This design comes from an exercise in tuning for small area, a short achievable clock period and few clock cycles on the open sky130 flow, not from production work. In this exercise RTL edits were held to simulation tests only and were not proved equivalent to the original. Power and IR drop assume default switching activity.

== alpha ==
==> flow/design.v <==
package lsu_pkg;
  localparam int WORD_W = 64;
  localparam int WORDS_PER_BEAT = 8;
  localparam int BEAT_W = WORD_W * WORDS_PER_BEAT;
  localparam int NUM_BANKS = 4;
  typedef logic [WORD_W-1:0] word_t;
  typedef logic [BEAT_W-1:0] beat_t;
  typedef logic [$clog2(NUM_BANKS)-1:0] bank_sel_t;
  typedef enum logic [1:0] {
    MODE_IDLE  = 2'd0,
    MODE_STORE = 2'd1,
    MODE_LOAD  = 2'd2
  } lsu_mode_t;
endpackage
import lsu_pkg::*;
module lsu_top (
  input  logic                        clk,
  input  logic                        rst_n,
  input  logic                        start,
  input  logic [1:0]                  mode,
  input  logic [31:0]                 len,
  input  logic [31:0]                 block_factor,
  input  logic [31:0]                 addr_offset,
  output logic                        done,
  input  logic [BEAT_W-1:0]           in_data,
  input  logic                        in_valid,
  output logic                        in_ready,
  output logic [BEAT_W-1:0]           out_data,
  output logic                        out_valid,
  input  logic                        out_ready,
  output logic [NUM_BANKS*12-1:0]     bank_addr,
  output logic [NUM_BANKS*WORD_W-1:0] bank_d,
  output logic [NUM_BANKS-1:0]        bank_ce,
  output logic [NUM_BANKS-1:0]        bank_we,
  input  logic [NUM_BANKS*WORD_W-1:0] bank_q
);
  logic        st_run;
  logic        ld_run;
  logic        is_store;
  logic        done_q;
  logic [11:0] nb_q;       
  logic [11:0] rem;        
  logic [11:0] addr_inc;
  logic [1:0]  bank;
  logic [11:0] addr;
  logic [7:0]  kh;         
  logic [11:0] beats;      
  logic        act;        
  logic        lastb;      
  logic        blk_end;    
  logic        bf_is1;
  logic        use_nb;     
  logic [11:0] sn_rem;
  logic        sn_blk_end;
  logic        sn_use_nb;
  logic [1:0]  sn_bank;
  logic [11:0] sn_addr;
  logic [3:0]  ce_q;
  logic [11:0] addr_q;
  logic [63:0] d_q;
  logic        rv1, rv2, rv3;
  logic        lw1, lw2, lw3;
  logic [3:0]  oh2, oh3;
  logic        hold;
  logic        sq_q;       
  logic        rdy_q;
  logic [BEAT_W-1:0] obuf;
  logic [2:0]  wk;
  logic [7:0]  wen;        
  logic        full;
  logic        o_last;
  logic        last_word;
  logic        st_step;
  logic        squash;
  logic        ld_issue;
  logic        step;
  logic        accept;
  logic [63:0] rd_word;
  logic [63:0] st_word;
  assign last_word = lastb && kh[7];
  assign st_step  = st_run && in_valid && act;
  assign squash   = rv3 && full && !out_ready;
  assign ld_issue = ld_run && act && !hold && !sq_q;
  assign step     = st_step || ld_issue;
  assign accept   = rv3 && (!full || out_ready);
  assign in_ready  = rdy_q;
  assign done      = done_q;
  assign out_valid = full;
  assign out_data  = obuf;
  assign bank_ce   = ce_q;
  assign bank_we   = {NUM_BANKS{is_store}};
  assign bank_addr = {NUM_BANKS{addr_q}};
  assign bank_d    = {NUM_BANKS{d_q}};
  always_ff @(posedge clk) begin
    if (!rst_n) begin
      st_run <= 1'b0;
      ld_run <= 1'b0;
      done_q <= 1'b0;
    end else begin
      done_q <= (st_step && last_word) || (ld_run && full && out_ready && o_last);
      if (start) begin
        st_run <= (mode == 2'd1);
        ld_run <= (mode == 2'd2);
      end else begin
        if (st_step && last_word) st_run <= 1'b0;
        if (full && out_ready && o_last) ld_run <= 1'b0;
      end
    end
  end
  always_ff @(posedge clk) begin
    if (start) is_store <= (mode == 2'd1);
  end
  assign addr_inc = use_nb ? nb_q : 12'd1;
  always_ff @(posedge clk) begin
    if (start) begin
      nb_q  <= 12'd1 - block_factor[11:0];
      rem   <= 12'd1 - block_factor[11:0];
      bf_is1  <= (block_factor[11:0] == 12'd1);
      blk_end <= (block_factor[11:0] == 12'd1);
      use_nb  <= (block_factor[11:0] == 12'd1);
      act   <= 1'b1;
      lastb <= (len[14:3] == 12'd1);
      bank  <= 2'd0;
      addr  <= addr_offset[11:0];
      kh    <= 8'd1;
      beats <= len[14:3];
    end else if (sq_q) begin
      rem   <= sn_rem;
      blk_end <= sn_blk_end;
      use_nb  <= sn_use_nb;
      bank  <= sn_bank;
      addr  <= sn_addr;
      kh    <= 8'd1;
    end else if (step) begin
      kh <= {kh[6:0], kh[7]};
      if (kh[7]) begin
        beats <= beats - 12'd1;
        lastb <= (beats == 12'd2);
        act   <= !lastb;
      end
      addr <= addr + addr_inc;
      if (blk_end) begin
        rem  <= nb_q;
        blk_end <= bf_is1;
        use_nb  <= bf_is1 && (bank != 2'd2);
        bank <= bank + 2'd1;
      end else begin
        rem  <= rem + 12'd1;
        blk_end <= (rem == 12'hfff);
        use_nb  <= (rem == 12'hfff) && (bank != 2'd3);
      end
    end
  end
  always_ff @(posedge clk) begin
    if (ld_issue && kh[0]) begin
      sn_rem  <= rem;
      sn_blk_end <= blk_end;
      sn_use_nb  <= use_nb;
      sn_bank <= bank;
      sn_addr <= addr;
    end
  end
  always_ff @(posedge clk) begin
    if (!rst_n) begin
      ce_q <= 4'd0;
    end else begin
      ce_q <= step ? (4'd1 << bank) : 4'd0;
    end
  end
  always_ff @(posedge clk) begin
    addr_q <= addr;
  end
  always_comb begin
    st_word = '0;
    for (int s = 0; s < WORDS_PER_BEAT; s++) begin
      st_word = st_word | (in_data[64*s +: 64] & {64{kh[s]}});
    end
  end
  always_ff @(posedge clk) begin
    d_q <= st_word;
  end
  always_ff @(posedge clk) begin
    if (!rst_n) begin
      rv1  <= 1'b0;
      rv2  <= 1'b0;
      rv3  <= 1'b0;
      hold <= 1'b0;
      sq_q <= 1'b0;
    end else begin
      sq_q <= squash;
      rv1  <= ld_issue && !squash;
      rv2  <= rv1 && !squash;
      rv3  <= rv2 && !squash;
      hold <= squash || (hold && !(full && out_ready));
    end
  end
  always_ff @(posedge clk) begin
    if (!rst_n || start) begin
      rdy_q <= 1'b0;
    end else if (st_step) begin
      rdy_q <= kh[6];
    end
  end
  always_ff @(posedge clk) begin
    lw1 <= last_word;
    lw2 <= lw1;
    lw3 <= lw2;
    oh2 <= ce_q;
    oh3 <= oh2;
  end
  always_comb begin
    rd_word = '0;
    for (int b = 0; b < NUM_BANKS; b++) begin
      rd_word = rd_word | (bank_q[64*b +: 64] & {64{oh3[b]}});
    end
  end
  always_ff @(posedge clk) begin
    if (!rst_n) begin
      full <= 1'b0;
    end else begin
      if (accept && wk == 3'd7) begin
        full <= 1'b1;
      end else if (full && out_ready) begin
        full <= 1'b0;
      end
    end
  end
  always_ff @(posedge clk) begin
    if (!rst_n) begin
      wen <= 8'd0;
    end else begin
      wen <= (rv2 && !squash) ? (8'd1 << (accept ? wk + 3'd1 : wk)) : 8'd0;
    end
  end
  always_ff @(posedge clk) begin
    if (start) begin
      wk <= 3'd0;
    end else if (accept) begin
      wk <= wk + 3'd1;
    end
    if (accept && wk == 3'd7) o_last <= lw3;
  end
  always_ff @(posedge clk) begin
    if (wen[0] && (!full || out_ready)) obuf[63:0] <= rd_word;
    for (int s = 1; s < WORDS_PER_BEAT; s++) begin
      if (wen[s]) obuf[64*s +: 64] <= rd_word;
    end
  end
endmodule
export LEC_CHECK = 0
export CAP_MARGIN = 20
export CORE_AREA = 5 5 615 615
export CTS_CLUSTER_DIAMETER = 100
export CTS_CLUSTER_SIZE = 20
export DIE_AREA = 0 0 620 620
export SETUP_SLACK_MARGIN = 3.0
export SLEW_MARGIN = 20
create_clock -name core_clock -period 5.5 [get_ports {clk}]
standard.sh (not shown) runs the stock make flow with config.mk's settings and CLKGATE_MAP_FILE= SYNTH_SCRIPT=/design/flow/synth_recipe.tcl, a recipe that flattens the netlist after the stock synthesis.
==> flow/flow/run.sh <==
#!/bin/bash
# Standard ORFS layout; the port buffers use the smallest buffer cell.
set -euo pipefail
export BUFFER_PORTS_ARGS="-buffer_cell sky130_fd_sc_hd__buf_1"
bash standard.sh > standard_flow.log 2>&1
Testbench counts of alpha, summed over its fixed seeds: cycles 26,420.
Input changes introduced in beta (baseline for comparison: alpha):
-- flow/design.v --
<<< alpha, line 37
  logic        st_run;
  logic        ld_run;
  logic        is_store;
  logic        done_q;
  logic [11:0] nb_q;       
>>> beta, line 37
  logic        st_run;
  logic        ld_run;
  logic        we_q;       
  logic        done_q;
  logic [11:0] nb_q;       
<<< alpha, line 89
  assign out_data  = obuf;
  assign bank_ce   = ce_q;
  assign bank_we   = {NUM_BANKS{is_store}};
  assign bank_addr = {NUM_BANKS{addr_q}};
  assign bank_d    = {NUM_BANKS{d_q}};
>>> beta, line 89
  assign out_data  = obuf;
  assign bank_ce   = ce_q;
  assign bank_we   = {NUM_BANKS{we_q}};
  assign bank_addr = {NUM_BANKS{addr_q}};
  assign bank_d    = {NUM_BANKS{d_q}};
<<< alpha, line 109
  end
  always_ff @(posedge clk) begin
    if (start) is_store <= (mode == 2'd1);
  end
  assign addr_inc = use_nb ? nb_q : 12'd1;
>>> beta, line 109
  end
  always_ff @(posedge clk) begin
    we_q <= st_run;
  end
  assign addr_inc = use_nb ? nb_q : 12'd1;
### Flow results
beta finished every stage and its layout cleared the timing, DRC and antenna checks.
Met1 global-route usage: beta and alpha compared, lower one is alpha
beta: combinational share of power is 0.4 points lower than what alpha reported.
Between beta and alpha, the clock share of power is higher for beta.
Diff beta and alpha: smallest hold slack higher in alpha
Re delay of the slowest cell on the worst path: beta is 0.10 ns up on alpha.
Diff alpha -> beta | wire length per cell | up by a few percent
Detailed router's first-iteration violation count went up by more than 10% going from alpha to beta.
[compare] base=alpha new=beta: number of vias per cell moved up; count of plain and timing-repair buffers in the layout decreased by 0.41% relative to the old numbers.
Testbench counts of beta, summed over its fixed seeds: cycles 26,420.


RTL: the design.v shown in full above, as it stands there.
export LEC_CHECK = 0
export CAP_MARGIN = 20
export CORE_AREA = 5 5 615 615
export DIE_AREA = 0 0 620 620
export SETUP_SLACK_MARGIN = 3.0
export SLEW_MARGIN = 20
create_clock -name core_clock -period 5.5 [get_ports {clk}]
Scripts as last shown in full above: flow/flow/run.sh
Testbench counts at the start, summed over its fixed seeds: cycles 26,420.
Then changed:
--- a/flow/design.v
+++ b/flow/design.v
@@ -48,12 +48,10 @@
   logic        act;        
   logic        lastb;      
   logic        blk_end;    
   logic        bf_is1;
-  logic        use_nb;     
   logic [11:0] sn_rem;
   logic        sn_blk_end;
-  logic        sn_use_nb;
   logic [1:0]  sn_bank;
   logic [11:0] sn_addr;
   logic [3:0]  ce_q;
   logic [11:0] addr_q;
@@ -65,9 +63,8 @@
   logic        sq_q;       
   logic        rdy_q;
   logic [BEAT_W-1:0] obuf;
   logic [2:0]  wk;
-  logic [7:0]  wen;        
   logic        full;
   logic        o_last;
   logic        last_word;
   logic        st_step;
@@ -109,16 +106,15 @@
   end
   always_ff @(posedge clk) begin
     if (start) is_store <= (mode == 2'd1);
   end
-  assign addr_inc = use_nb ? nb_q : 12'd1;
+  assign addr_inc = (blk_end && bank != 2'd3) ? nb_q : 12'd1;
   always_ff @(posedge clk) begin
     if (start) begin
       nb_q  <= 12'd1 - block_factor[11:0];
       rem   <= 12'd1 - block_factor[11:0];
       bf_is1  <= (block_factor[11:0] == 12'd1);
       blk_end <= (block_factor[11:0] == 12'd1);
-      use_nb  <= (block_factor[11:0] == 12'd1);
       act   <= 1'b1;
       lastb <= (len[14:3] == 12'd1);
       bank  <= 2'd0;
       addr  <= addr_offset[11:0];
@@ -126,9 +122,8 @@
       beats <= len[14:3];
     end else if (sq_q) begin
       rem   <= sn_rem;
       blk_end <= sn_blk_end;
-      use_nb  <= sn_use_nb;
       bank  <= sn_bank;
       addr  <= sn_addr;
       kh    <= 8'd1;
     end else if (step) begin
@@ -141,22 +136,19 @@
       addr <= addr + addr_inc;
       if (blk_end) begin
         rem  <= nb_q;
         blk_end <= bf_is1;
-        use_nb  <= bf_is1 && (bank != 2'd2);
         bank <= bank + 2'd1;
       end else begin
         rem  <= rem + 12'd1;
         blk_end <= (rem == 12'hfff);
-        use_nb  <= (rem == 12'hfff) && (bank != 2'd3);
       end
     end
   end
   always_ff @(posedge clk) begin
     if (ld_issue && kh[0]) begin
       sn_rem  <= rem;
       sn_blk_end <= blk_end;
-      sn_use_nb  <= use_nb;
       sn_bank <= bank;
       sn_addr <= addr;
     end
   end
@@ -225,25 +217,18 @@
       end
     end
   end
   always_ff @(posedge clk) begin
-    if (!rst_n) begin
-      wen <= 8'd0;
-    end else begin
-      wen <= (rv2 && !squash) ? (8'd1 << (accept ? wk + 3'd1 : wk)) : 8'd0;
-    end
-  end
-  always_ff @(posedge clk) begin
     if (start) begin
       wk <= 3'd0;
     end else if (accept) begin
       wk <= wk + 3'd1;
     end
     if (accept && wk == 3'd7) o_last <= lw3;
   end
   always_ff @(posedge clk) begin
-    if (wen[0] && (!full || out_ready)) obuf[63:0] <= rd_word;
+    if (accept && wk == 3'd0) obuf[63:0] <= rd_word;
     for (int s = 1; s < WORDS_PER_BEAT; s++) begin
-      if (wen[s]) obuf[64*s +: 64] <= rd_word;
+      if (rv3 && wk == 3'(s)) obuf[64*s +: 64] <= rd_word;
     end
   end
 endmodule
Outcome: Final cell count went down slightly. Utilization stays flat. Area after synthesis went down slightly. Design area hardly moves. Routed wire length went down by a few percent. Clock power went down slightly. Clock skew went down by 27 ps. Die area does not change. Non-clock buffer count went up by 11. Worst setup slack got worse by 28 ps. Via count went down slightly. Power went down slightly. Sequential power went down slightly. Combinational power stays flat.
Testbench counts after the change, summed over its fixed seeds: cycles 26,420.

## port drivers added, routing unchanged
The flow's constraints put no driver on any port. The routed layouts listed below were extracted and timed again, unchanged, in two steps. Step 1 sets driving cells, clkbuf_16 on the clock port and buf_2 on the other inputs (assumed; they add their load-dependent delay and slew). Step 2, shift: input delay + t, output delay - t, t = (earliest + latest rising clock arrival at the registers) / 2. This alone moves slack from input paths to output paths. a / b / c = ideal ports / drivers / drivers and shift; a / b = the first two.
run	t (ns)	setup WS [ns]	hold slack, ns	worst setup path at the end	pins driven straight from the clock port
alpha	0.810	2.949 / 2.871 / 2.311	0.324 / 0.324 / 0.324	input to register	1
beta	0.817	2.956 / 2.878 / 2.410	0.281 / 0.281 / 0.281	input to register	1
the first run of note 2	0.844	2.944 / 2.866 / 2.266	0.324 / 0.324 / 0.324	input to register	1
the second run of note 2	0.853	2.916 / 2.907 / 2.107	0.323 / 0.323 / 0.323	input to register	1
After both steps setup and hold are still met in every run listed. The setup slack of the second run of note 2, which loses most, moves by -0.009 ns with the drivers and by -0.809 ns with both steps.
